This is an optimization exercise on Yosys and OpenROAD, whose aim is small area, not a production implementation. In this exercise RTL edits were held to simulation tests only and were not proved equivalent to the original. Power figures rest on the tool's default switching activity, not on a simulated workload.

build 56:
==> flow/design.v <==
module simple_dmem #(
    parameter int unsigned LAT     = 2,
    parameter logic [7:0]  RO_BASE = 8'hF0
) (
    input  logic       clk,
    input  logic       rst,
    input  logic       mem_req,
    input  logic       mem_we,
    input  logic [7:0] mem_addr,
    input  logic [7:0] mem_wdata,
    output logic [7:0] mem_rdata,
    output logic       mem_ready,
    output logic       err,
    output logic [7:0] rd_cnt,
    output logic [7:0] wr_cnt
);
    localparam int NL = 16;    
    localparam int NP = 15;    
    logic [1:0] st_q;
    logic [7:0] addr_q;
    logic [7:0] wdata_q;
    logic       we_q;
    logic [3:0] ph_q;        
    logic [1:0] rc_q;        
    logic [7:0] rdata_q;
    logic [7:0] rd_hold_q;
    logic       ready_q;
    logic       err_q;
    logic [7:0] rd_cnt_q;
    logic [7:0] wr_cnt_q;
    logic [7:0] ring_q [NL][NP];
    logic       idle, done, prot_q, clear, wen;
    logic [7:0] ra;
    logic [7:0] wd;
    logic [15:0] lsel;
    logic [4:0]  tsel;       
    logic [3:0]  wsel;       
    logic        hit;
    logic [7:0]  rd_now;
    logic [7:0]  rd_val;
    logic [7:0]  rd_fix;
    assign idle   = (st_q == 2'd0);
    assign done   = (st_q == 2'd2);
    assign prot_q = (addr_q >= RO_BASE);
    assign clear  = rst | (rc_q != 2'd3);
    assign ra  = idle ? mem_addr : addr_q;
    assign wd  = idle ? mem_wdata : wdata_q;
    assign wen = ~rst & (idle ? (mem_req & mem_we) : we_q);
    always_comb begin
        for (int l = 0; l < NL; l++) lsel[l] = (ra[3:0] == 4'(l));
    end
    always_comb begin
        tsel = 5'd0;
        wsel = 4'd0;
        hit  = 1'b1;
        for (int h = 0; h < NP; h++) begin
            if (ra[7:4] == 4'(h)) begin
                for (int ph = 0; ph < NP; ph++) begin
                    if (ph_q == 4'(ph)) begin
                        if ((h + ph) % NP % 3 == 2) begin
                            tsel[(h + ph) % NP / 3] = (rc_q >= 2'((h + ph) % NP % 4));
                            hit = 1'b1;
                        end else begin
                            hit = 1'b0;
                        end
                        if ((h + ph + 1) % NP % 4 == 0)
                            wsel[(h + ph + 1) % NP / 4] = 1'b1;
                    end
                end
            end
        end
    end
    logic [7:0] ring_rd [NL];
    for (genvar l = 0; l < NL; l++) begin : g_rd
        simple_dmem_tap5 u_tap (
            .sel (tsel),
            .t0  (ring_q[l][2]),
            .t1  (ring_q[l][5]),
            .t2  (ring_q[l][8]),
            .t3  (ring_q[l][11]),
            .t4  (ring_q[l][14]),
            .q   (ring_rd[l])
        );
    end
    always_comb begin
        rd_now = 8'd0;
        for (int l = 0; l < NL; l++) rd_now = rd_now | (ring_rd[l] & {8{lsel[l]}});
    end
    assign rd_fix = rd_now ^ {8{tsel[0] | tsel[2] | tsel[3]}};
    assign rd_val = hit ? rd_fix : rd_hold_q;
    logic [7:0] port_d [NL][4];
    logic [7:0] wd_n;
    logic [NL*4-1:0] p_keep, p_wr;
    assign wd_n = ~wd;
    simple_dmem_ctl u_ctl (
        .lsel  (lsel),
        .wselw (wsel & {4{wen}}),
        .clear (clear),
        .keep  (p_keep),
        .wr    (p_wr)
    );
    always_comb begin
        for (int l = 0; l < NL; l++) begin
            for (int j = 0; j < 4; j++) begin
                if (j % 2 == 0)
                    port_d[l][j] = ~((ring_q[l][(4 * j + NP - 1) % NP] & {8{p_keep[l*4+j]}}) |
                                     (wd & {8{p_wr[l*4+j]}}));
                else
                    port_d[l][j] = ~((ring_q[l][(4 * j + NP - 1) % NP] | {8{p_keep[l*4+j]}}) &
                                     (wd_n | {8{p_wr[l*4+j]}}));
            end
        end
    end
    always_ff @(posedge clk) begin
        for (int l = 0; l < NL; l++) begin
            for (int p = 0; p < NP; p++) begin
                if (p % 4 == 0) ring_q[l][p] <= port_d[l][p / 4];
                else            ring_q[l][p] <= ring_q[l][p - 1];
            end
        end
    end
    always_ff @(posedge clk) begin
        addr_q  <= ra;
        we_q    <= idle ? mem_we : we_q;
        wdata_q <= wd;
        if (hit) rd_hold_q <= rd_fix;
    end
    always_ff @(posedge clk) begin
        if (rst) begin
            st_q     <= 2'd0;
            ph_q     <= 4'd0;
            rc_q     <= 2'd0;
            rdata_q  <= 8'd0;
            ready_q  <= 1'b0;
            err_q    <= 1'b0;
            rd_cnt_q <= 8'd0;
            wr_cnt_q <= 8'd0;
        end else begin
            ph_q <= (ph_q >= 4'd14) ? 4'd0 : ph_q + 4'd1;
            if (rc_q != 2'd3) rc_q <= rc_q + 2'd1;
            case (st_q)
                2'd0: st_q <= mem_req ? 2'd1 : 2'd0;
                2'd1: st_q <= 2'd2;
                2'd2: st_q <= 2'd3;
                default: st_q <= 2'd0;
            endcase
            ready_q <= done;
            err_q   <= done & we_q & prot_q;
            if (done & ~we_q) begin
                rdata_q <= rd_val;
                if (rd_cnt_q != 8'hFF) rd_cnt_q <= rd_cnt_q + 8'd1;
            end
            if (done & we_q & ~prot_q && wr_cnt_q != 8'hFF) begin
                wr_cnt_q <= wr_cnt_q + 8'd1;
            end
        end
    end
    assign mem_rdata = rdata_q;
    assign mem_ready = ready_q;
    assign err       = err_q;
    assign rd_cnt    = rd_cnt_q;
    assign wr_cnt    = wr_cnt_q;
endmodule
module simple_dmem_ctl (
    input  logic [15:0] lsel,
    input  logic [3:0]  wselw,
    input  logic        clear,
    output logic [63:0] keep,
    output logic [63:0] wr
);
    always_comb begin
        for (int l = 0; l < 16; l++) begin
            for (int j = 0; j < 4; j++) begin
                wr[l*4+j]   = lsel[l] & wselw[j];
                keep[l*4+j] = ~(clear | wr[l*4+j]);
                if (j % 2 == 1) begin
                    wr[l*4+j]   = ~wr[l*4+j];
                    keep[l*4+j] = ~keep[l*4+j];
                end
            end
        end
    end
endmodule
module simple_dmem_tap5 (
    input  logic [4:0] sel,
    input  logic [7:0] t0,
    input  logic [7:0] t1,
    input  logic [7:0] t2,
    input  logic [7:0] t3,
    input  logic [7:0] t4,
    output logic [7:0] q
);
    assign q = (t0 & {8{sel[0]}}) | (t1 & {8{sel[1]}}) | (t2 & {8{sel[2]}}) |
               (t3 & {8{sel[3]}}) | (t4 & {8{sel[4]}});
endmodule
Settings: LEC_CHECK=0, CAP_MARGIN=20, CORE_MARGIN=2, CORE_UTILIZATION=78, PLACE_DENSITY=0.86, SLEW_MARGIN=20, SYNTH_HIERARCHICAL=1; clock period 8.0 ns.
standard.sh (not shown) runs the stock make flow with config.mk's settings and CLKGATE_MAP_FILE= SYNTH_SCRIPT=/design/flow/synth_recipe.tcl, a recipe that flattens the netlist after the stock synthesis.
==> flow/flow/run.sh <==
#!/bin/bash
set -euo pipefail
export CTS_ARGS="-sink_clustering_enable -repair_clock_nets -dont_use_dummy_load -sink_clustering_size 16 -sink_clustering_max_diameter 35 -buf_list sky130_fd_sc_hd__clkbuf_16 -root_buf sky130_fd_sc_hd__clkbuf_16 -tree_buf sky130_fd_sc_hd__clkbuf_16 -sink_clustering_buffer sky130_fd_sc_hd__clkbuf_8"
export BUFFER_PORTS_ARGS="-buffer_cell sky130_fd_sc_hd__buf_1"
bash standard.sh > standard.log 2>&1
Setup changes, build 56 to build 7
==> flow/flow/run.sh <==
#!/bin/bash
set -euo pipefail
export CTS_ARGS="-sink_clustering_enable -repair_clock_nets -dont_use_dummy_load -sink_clustering_size 10 -sink_clustering_max_diameter 30 -buf_list sky130_fd_sc_hd__clkbuf_16 -root_buf sky130_fd_sc_hd__clkbuf_16 -tree_buf sky130_fd_sc_hd__clkbuf_16 -sink_clustering_buffer sky130_fd_sc_hd__clkbuf_4"
export BUFFER_PORTS_ARGS="-buffer_cell sky130_fd_sc_hd__buf_1"
bash standard.sh > standard.log 2>&1
==> comparison <==
- As far as fraction of met1 tracks used by global routing is concerned, build 7 and build 56 perform about the same.
- Of build 7 and build 56, the run reporting the lower share of total power in sequential cells was build 56.
- Between build 7 and build 56, it is build 7 whose utilization is lower, by 0.81 points.
- Looking at total length of routed met2 wires, build 7 sits about 1.6% below build 56.
- Relative to build 56, routed wire length has gone down in build 7.
- Of build 7 and build 56, the run reporting the lower global-route wire length before repair was build 7.
- In the reports for build 7 and build 56, the smaller area overhead of the layout relative to synthesis belongs to build 7.
- Changes observed in build 7 relative to build 56: power went down 3.1%; portion of total power attributed to the clock network went down 2.2 points.
Inputs modified between build 7 and build 11:
# build 7
export LEC_CHECK = 0
export CAP_MARGIN = 20
export CORE_MARGIN = 2
export CORE_UTILIZATION = 78
export PLACE_DENSITY = 0.86
export SLEW_MARGIN = 20
export SYNTH_HIERARCHICAL = 1
create_clock -name core_clock -period 8.0 [get_ports {clk}]
# build 11
export LEC_CHECK = 0
export CAP_MARGIN = 20
export CORE_MARGIN = 2
export CORE_UTILIZATION = 70
export PLACE_DENSITY = 0.8
export SLEW_MARGIN = 20
export SYNTH_HIERARCHICAL = 1
create_clock -name core_clock -period 8.0 [get_ports {clk}]
==> flow/flow/run.sh <==
#!/bin/bash
set -euo pipefail
export CTS_ARGS="-sink_clustering_enable -repair_clock_nets -dont_use_dummy_load -sink_clustering_size 28 -sink_clustering_max_diameter 50 -buf_list sky130_fd_sc_hd__clkbuf_16"
export BUFFER_PORTS_ARGS="-buffer_cell sky130_fd_sc_hd__buf_1"
bash standard.sh > standard.log 2>&1
==> notes.md <==
- The final layout from build 11, which completed every stage, passed the timing, DRC and antenna checks at the end of the flow.
- Build 7 -> build 11: die area increased by more than 10%
- Area growth from synthesis to layout: build 11 higher than build 7
- Diff build 11 and build 7: utilization higher in build 7
- Cmp build 11 vs build 7: total power of the final layout higher in build 11
- Wire: build 11 routes less than build 7
- Compared with build 7, in build 11 count of clock-net buffers in the final layout saw a decrease, maximum frequency higher, number of buffers added for setup after CTS held steady.
Relative to build 11, the following input files were edited for build 93:
# build 11
export LEC_CHECK = 0
export CAP_MARGIN = 20
export CORE_MARGIN = 2
export CORE_UTILIZATION = 70
export PLACE_DENSITY = 0.8
export SLEW_MARGIN = 20
export SYNTH_HIERARCHICAL = 1
create_clock -name core_clock -period 8.0 [get_ports {clk}]
# build 93
export LEC_CHECK = 0
export CAP_MARGIN = 20
export CORE_MARGIN = 2
export CORE_UTILIZATION = 70
export CTS_BUF_LIST = sky130_fd_sc_hd__clkbuf_16
export CTS_CLUSTER_DIAMETER = 50
export CTS_CLUSTER_SIZE = 28
export PLACE_DENSITY = 0.8
export SLEW_MARGIN = 20
export SYNTH_HIERARCHICAL = 1
create_clock -name core_clock -period 8.0 [get_ports {clk}]
==> flow/run.sh (new file) <==
#!/bin/bash
# synth_recipe.tcl (not shown) runs the flow's synth.tcl, then flattens the netlist and writes it again
# the make line also repeats each setting of config.mk as NAME=value (left out here)
make -C /OpenROAD-flow-scripts/flow DESIGN_CONFIG=/design/flow/config.mk WORK_HOME=/design/flow/orfs CLKGATE_MAP_FILE= SYNTH_SCRIPT=/design/flow/synth_recipe.tcl finish
removed: flow/flow/run.sh
removed: flow/standard.sh
==> comparison <==
- Taking build 11 as the reference point, the final worst-path setup slack of build 93 falls by 170 ps.
- Total routed wirelength up 3.0% in build 93 wrt build 11
- Of build 11 and build 93, the higher final period utilization belongs to build 93.
- When the final numbers for build 11 and build 93 were put side by side, the combinational power share turned out to be greater in build 11.
- Compared to build 11, build 93 has final period demand of the worst path 170 ps higher.
- Worst hold slack, build 11 and build 93, higher one = build 93.
- Comparing build 11 and build 93, total stage count of the critical path is higher on build 11.
- Delta(fraction of area in multi-input gates, build 93 - build 11) < 0
- Between build 11 and build 93, clock network fraction of total power is higher for build 93, build 11 comes in under that.
- Build 93 vs build 11: clock tree cell share of total cell area up

what the ideal ports hide:
Ports are ideal in the flow. The routed layouts listed here were re-timed in OpenROAD. Step 1 (the two cells are an assumption about what drives the block):
set clk [get_ports {clk}]
set_driving_cell -lib_cell sky130_fd_sc_hd__clkbuf_16 $clk
set_driving_cell -lib_cell sky130_fd_sc_hd__buf_2 [delete_from_list [all_inputs] $clk]
Step 2 adds t to the input delays and takes it off the output delays; t is the mean of the earliest and latest rising clock arrival at the registers after step 1. Input paths then give back, and output paths get back, about the clock's delay inside the block. a / b / c = no drivers / after step 1 / after step 2; a / b = the first two.
run	shift t [ns]	setup WS [ns]	worst data-port slew with drivers (ns)	pins driven straight from the clock port
build 56	0.762	2.217 / 2.257 / 1.495	0.14	1
build 7	0.767	1.921 / 1.947 / 1.195	0.14	1
build 11	0.780	1.990 / 1.990 / 1.454	0.09	1
build 93	0.758	1.821 / 1.860 / 1.103	0.05	1
After both steps setup and hold are still met in every run listed. The setup slack of build 7, which loses most, moves by +0.026 ns with the drivers and by -0.726 ns with both steps.
